What follows belongs to an exercise in optimizing a design on an open flow for small area, a short achievable clock period and few clock cycles per item; a production flow would make more cautious choices.
RTL that was checked went through simulation tests only; none was proved equivalent to the original.

==> job 6362: inputs <==
// pe_top
module pe_top (
    input  logic                      clk,
    input  logic                      rstn,
    input  logic [pe_pkg::CFG_W-1:0]  filter_size,
    input  logic                      iact_write_en,
    input  logic [pe_pkg::DATA_W-1:0] data_iact_in,
    output logic                      iact_ready,
    input  logic                      weight_write_en,
    input  logic [pe_pkg::DATA_W-1:0] data_weight_in,
    output logic                      weight_ready,
    input  logic                      psum_write_en,
    input  logic [pe_pkg::DATA_W-1:0] data_psum_in,
    output logic                      psum_ready,
    input  logic                      psum_read_en,
    output logic [pe_pkg::DATA_W-1:0] data_psum_out,
    output logic                      psum_out_valid
);
==> module pe_top, before the edit <==
module pe_top (
    input  logic                      clk,
    input  logic                      rstn,
    input  logic [pe_pkg::CFG_W-1:0]  filter_size,
    input  logic                      iact_write_en,
    input  logic [pe_pkg::DATA_W-1:0] data_iact_in,
    output logic                      iact_ready,
    input  logic                      weight_write_en,
    input  logic [pe_pkg::DATA_W-1:0] data_weight_in,
    output logic                      weight_ready,
    input  logic                      psum_write_en,
    input  logic [pe_pkg::DATA_W-1:0] data_psum_in,
    output logic                      psum_ready,
    input  logic                      psum_read_en,
    output logic [pe_pkg::DATA_W-1:0] data_psum_out,
    output logic                      psum_out_valid
);
    logic [15:0] a_r, p_r;
    logic [7:0]  neg_r, one_r, two_r;    
    logic        va, vb, vp;
    logic [16:0] w_ext;
    logic [7:0]  w_neg, w_one, w_two;
    assign w_ext = {data_weight_in, 1'b0};
    always_comb begin
        for (int k = 0; k < 8; k++) begin
            w_neg[k] = w_ext[2*k+2];
            w_one[k] = w_ext[2*k+1] ^ w_ext[2*k];
            w_two[k] = (w_ext[2*k+2] & ~w_ext[2*k+1] & ~w_ext[2*k])
                     | (~w_ext[2*k+2] & w_ext[2*k+1] & w_ext[2*k]);
        end
    end
    logic        first_r;      
    logic [3:0]  rem;          
    logic        last_r;       
    logic        v2;           
    logic        first2;       
    logic        last2;        
    logic        out_v;        
    logic        en_r;         
    logic        prdy_r;       
    logic        fire;
    assign fire   = va && vb && en_r;
    assign iact_ready   = !va || fire;
    assign weight_ready = !vb || fire;
    assign psum_ready   = prdy_r;
    always_ff @(posedge clk) begin
        if (iact_ready)   a_r <= data_iact_in;
        if (weight_ready) begin
            neg_r <= w_neg;
            one_r <= w_one;
            two_r <= w_two;
        end
        if (psum_ready)   p_r <= data_psum_in;
    end
    logic        va_n, vb_n, vp_n, first_n, last_n, out_v_n, en_n;
    logic [3:0]  rem_n;
    logic [3:0]  fs_m1;
    assign fs_m1   = filter_size[3:0] - 4'd1;
    assign va_n    = iact_ready   ? iact_write_en   : va;
    assign vb_n    = weight_ready ? weight_write_en : vb;
    assign vp_n    = psum_ready   ? psum_write_en   : vp;
    assign first_n = fire ? last_r : first_r;
    assign rem_n   = first_n ? fs_m1 : (fire ? rem - 4'd1 : rem);
    assign last_n  = (rem_n == 4'd0);
    assign out_v_n = (v2 && last2) || (out_v && !psum_read_en);
    assign en_n    = (!first_n || (vp_n && !(fire && first_r)))
                     && (!last_n || (!out_v_n && !(fire && last_r)));
    always_ff @(posedge clk) begin
        if (!rstn) begin
            va      <= 1'b0;
            vb      <= 1'b0;
            vp      <= 1'b0;
            first_r <= 1'b1;
            v2      <= 1'b0;
            out_v   <= 1'b0;
            en_r    <= 1'b0;
            prdy_r  <= 1'b1;
        end else begin
            va      <= va_n;
            vb      <= vb_n;
            vp      <= vp_n;
            first_r <= first_n;
            v2      <= fire;
            out_v   <= out_v_n;
            en_r    <= en_n;
            prdy_r  <= !vp_n || (fire && first_r);
        end
    end
    always_ff @(posedge clk) begin
        rem    <= rem_n;
        last_r <= last_n;
    end
    logic [15:0] acc, out_r;
    logic [15:0] sum;
    logic [15:0] acc_s, acc_c;
    mac_core mac (
        .clk (clk),
        .a   (a_r),
        .neg (neg_r),
        .one (one_r),
        .two (two_r),
        .x   (first_r ? p_r : 16'd0),
        .acc (acc),
        .s   (acc_s),
        .c   (acc_c)
    );
    always_ff @(posedge clk) begin
        if (fire) begin
            first2 <= first_r;
            last2  <= last_r;
        end
    end
    assign sum = acc_s + acc_c;
    always_ff @(posedge clk) begin
        if (!rstn || (v2 && last2))
            acc <= '0;
        else if (v2)
            acc <= sum;
        if (v2 && last2)
            out_r <= sum;
    end
    assign psum_out_valid = out_v;
    assign data_psum_out  = out_r;
endmodule
export LEC_CHECK = 0
export CAP_MARGIN = 20
export CORE_MARGIN = 2
export CORE_UTILIZATION = 40
export SETUP_SLACK_MARGIN = 4.0
export SLEW_MARGIN = 20
create_clock -name core_clock -period 7.0 [get_ports {clk}]
standard.sh (not shown) runs the stock make flow with config.mk's settings and CLKGATE_MAP_FILE= SYNTH_SCRIPT=/design/flow/synth_recipe.tcl, a recipe that flattens the netlist after the stock synthesis.
==> flow/flow/run.sh <==
#!/bin/bash
# The standard layout, with plain buffers on the ports.
set -euo pipefail
export BUFFER_PORTS_ARGS="-buffer_cell sky130_fd_sc_hd__buf_1"
bash standard.sh finish > standard.log 2>&1
==> inputs of job 7354, as changes to job 6362 <==
--- a/flow/design.v
+++ b/flow/design.v
@@ -342,4 +342,5 @@
     logic        en_r;         
     logic        prdy_r;       
+    logic        rst_q;        
     logic        fire;
     assign fire   = va && vb && en_r;
@@ -365,5 +366,6 @@
     assign first_n = fire ? last_r : first_r;
     assign rem_n   = first_n ? fs_m1 : (fire ? rem - 4'd1 : rem);
-    assign last_n  = (rem_n == 4'd0);
+    assign last_n  = first_n ? (filter_size[3:0] == 4'd1)
+                             : (rem == (fire ? 4'd1 : 4'd0));
     assign out_v_n = (v2 && last2) || (out_v && !psum_read_en);
     assign en_n    = (!first_n || (vp_n && !(fire && first_r)))
@@ -391,4 +393,5 @@
     end
     always_ff @(posedge clk) begin
+        rst_q  <= !rstn;
         rem    <= rem_n;
         last_r <= last_n;
@@ -416,5 +419,5 @@
     assign sum = acc_s + acc_c;
     always_ff @(posedge clk) begin
-        if (!rstn || (v2 && last2))
+        if (rst_q || (v2 && last2))
             acc <= '0;
         else if (v2)
==> flow/flow/run.sh (replaced) <==
#!/bin/bash
set -euo pipefail
export RECOVER_POWER="100"
bash standard.sh finish > standard.log 2>&1
==> inputs of job 5152, as changes to job 6362 <==
--- a/flow/design.v
+++ b/flow/design.v
@@ -342,4 +342,5 @@
     logic        en_r;         
     logic        prdy_r;       
+    logic        rst_q;        
     logic        fire;
     assign fire   = va && vb && en_r;
@@ -365,5 +366,6 @@
     assign first_n = fire ? last_r : first_r;
     assign rem_n   = first_n ? fs_m1 : (fire ? rem - 4'd1 : rem);
-    assign last_n  = (rem_n == 4'd0);
+    assign last_n  = first_n ? (filter_size[3:0] == 4'd1)
+                             : (rem == (fire ? 4'd1 : 4'd0));
     assign out_v_n = (v2 && last2) || (out_v && !psum_read_en);
     assign en_n    = (!first_n || (vp_n && !(fire && first_r)))
@@ -391,4 +393,5 @@
     end
     always_ff @(posedge clk) begin
+        rst_q  <= !rstn;
         rem    <= rem_n;
         last_r <= last_n;
@@ -416,5 +419,5 @@
     assign sum = acc_s + acc_c;
     always_ff @(posedge clk) begin
-        if (!rstn || (v2 && last2))
+        if (rst_q || (v2 && last2))
             acc <= '0;
         else if (v2)
==> flow/run.sh (new file) <==
#!/bin/bash
# synth_recipe.tcl (not shown) runs the flow's synth.tcl, then flattens the netlist and writes it again
# the make line also repeats each setting of config.mk as NAME=value (left out here)
make -C /OpenROAD-flow-scripts/flow DESIGN_CONFIG=/design/flow/config.mk WORK_HOME=/design/flow/orfs CLKGATE_MAP_FILE= SYNTH_SCRIPT=/design/flow/synth_recipe.tcl finish
removed: flow/flow/run.sh
removed: flow/standard.sh
==> inputs of job 3522, as changes to job 6362 <==
--- a/flow/design.v
+++ b/flow/design.v
@@ -342,4 +342,5 @@
     logic        en_r;         
     logic        prdy_r;       
+    logic        rst_q;        
     logic        fire;
     assign fire   = va && vb && en_r;
@@ -365,5 +366,6 @@
     assign first_n = fire ? last_r : first_r;
     assign rem_n   = first_n ? fs_m1 : (fire ? rem - 4'd1 : rem);
-    assign last_n  = (rem_n == 4'd0);
+    assign last_n  = first_n ? (filter_size[3:0] == 4'd1)
+                             : (rem == (fire ? 4'd1 : 4'd0));
     assign out_v_n = (v2 && last2) || (out_v && !psum_read_en);
     assign en_n    = (!first_n || (vp_n && !(fire && first_r)))
@@ -391,4 +393,5 @@
     end
     always_ff @(posedge clk) begin
+        rst_q  <= !rstn;
         rem    <= rem_n;
         last_r <= last_n;
@@ -416,5 +419,5 @@
     assign sum = acc_s + acc_c;
     always_ff @(posedge clk) begin
-        if (!rstn || (v2 && last2))
+        if (rst_q || (v2 && last2))
             acc <= '0;
         else if (v2)
==> flow/run.sh (new file) <==
#!/bin/bash
# synth_recipe.tcl (not shown) runs the flow's synth.tcl, then flattens the netlist and writes it again
# the make line also repeats each setting of config.mk as NAME=value (left out here)
make -C /OpenROAD-flow-scripts/flow DESIGN_CONFIG=/design/flow/config.mk WORK_HOME=/design/flow/orfs CLKGATE_MAP_FILE= SYNTH_SCRIPT=/design/flow/synth_recipe.tcl finish
Settings changed: SETUP_SLACK_MARGIN 4.0 to not set.
removed: flow/flow/run.sh
removed: flow/standard.sh
==> impl_metrics.env <==
export IMPL_status="complete, no violations"
export IMPL_startpoint="a_r[10]"
export IMPL_required_ns=7.35
export IMPL_crit_chain="a22oi_2 > xnor2_2 > fa_2 > fa_2 > fa_2 > xnor2_2 > xnor2_1 > xnor2_1 > xnor2_1 > xnor2_1"
export IMPL_ys_ff_latch=139
export IMPL_num_fill_cells=1780
export IMPL_seq_cell_power_mw=1.18
export IMPL_wl_met3_um=755
export IMPL_grt_pass1_wl_um=27600
export IMPL_crit_arrival_ns=3.39
export IMPL_p_leak_nw=4.04
export IMPL_setup_slack_ns=3.96
# the run above: job 6362

==> impl_metrics.env <==
export IMPL_wl_met3_um=782
export IMPL_setup_slack_ns=3.57
export IMPL_use_met2=0.297
export IMPL_required_ns=5.60
export IMPL_drt_total_wl_um=18200
export IMPL_avgSynthCellArea_um2=11.7
export IMPL_crit_chain="nand3_4 > nand2_1 > clkbuf_1 > dlygate4sd2_1"
export IMPL_num_antenna_cells=0
export IMPL_grt_pass1_wl_um=29600
export IMPL_p_leak_nw=4.26
export IMPL_slowest_delay_ns=0.61
export IMPL_ys_ff_latch=140
export IMPL_startpoint="va"
export IMPL_seq_cell_power_mw=1.19
export IMPL_status="complete, no violations"
export IMPL_portBuffers=77
export IMPL_crit_arrival_ns=2.03
# the run above: job 7354

==> impl_metrics.env <==
export IMPL_status="complete, no violations"
export IMPL_ys_ff_latch=140
export IMPL_drt_iter0_drc=364
export IMPL_grt_pass1_wl_um=29600
export IMPL_synth_xor_area_frac=0.121
export IMPL_place_congestion=0.854
export IMPL_setup_slack_ns=3.99
export IMPL_wl_met3_um=786
export IMPL_crit_chain="buf_4 > a22oi_2 > xnor2_2 > fa_1 > fa_1 > inv_1 > fa_1 > inv_1 > ha_1"
export IMPL_num_fill_cells=1758
export IMPL_post_route_util=0.527
export IMPL_crit_arrival_ns=3.31
export IMPL_required_ns=7.30
export IMPL_track_usage=0.173
# the run above: job 5152

==> impl_metrics.env <==
export IMPL_crit_arrival_ns=2.18
export IMPL_startpoint="vb"
export IMPL_status="complete, no violations"
export IMPL_ys_ff_latch=140
export IMPL_grt_pass1_wl_um=26800
export IMPL_setup_slack_ns=3.42
export IMPL_required_ns=5.60
export IMPL_crit_chain="nand3_1 > nand2_1 > buf_4 > clkdlybuf4s50_1"
export IMPL_p_leak_nw=3.93
# the run above: job 3522

Testbench counts of job 6362, summed over its fixed seeds: cycles 18,441, rows 2,394.
For job 7354, job 5152 and job 3522, only the layout was checked, not whether the RTL still works.

[port drivers added, routing unchanged]
Ports are ideal in the flow. The routed layouts listed here were re-timed in OpenROAD.
Step 1, drivers: a clkbuf_16 drives clk and a buf_2 each remaining input, both assumed.
Step 2 also shifts input and output timing later by t, the mid clock arrival at the registers, as if the neighbouring blocks saw the same clock.
Slacks: ideal ports / drivers / drivers and shift; pairs: ideal ports / drivers.
run | t (ns) | setup slack, ns | worst hold slack (ns)
job 6362 | 0.475 | 3.963 / 3.963 / 3.919 | 0.480 / 0.480 / 0.480
job 7354 | 0.461 | 3.569 / 3.524 / 3.584 | 0.490 / 0.490 / 0.490
job 5152 | 0.460 | 3.993 / 3.993 / 3.993 | 0.491 / 0.491 / 0.491
job 3522 | 0.464 | 3.416 / 3.372 / 3.584 | 0.475 / 0.475 / 0.475
After both steps setup and hold are still met in every run listed. For job 6362, which loses most, drivers alone change the setup slack by 0.000 ns; drivers and shift together by -0.044 ns.
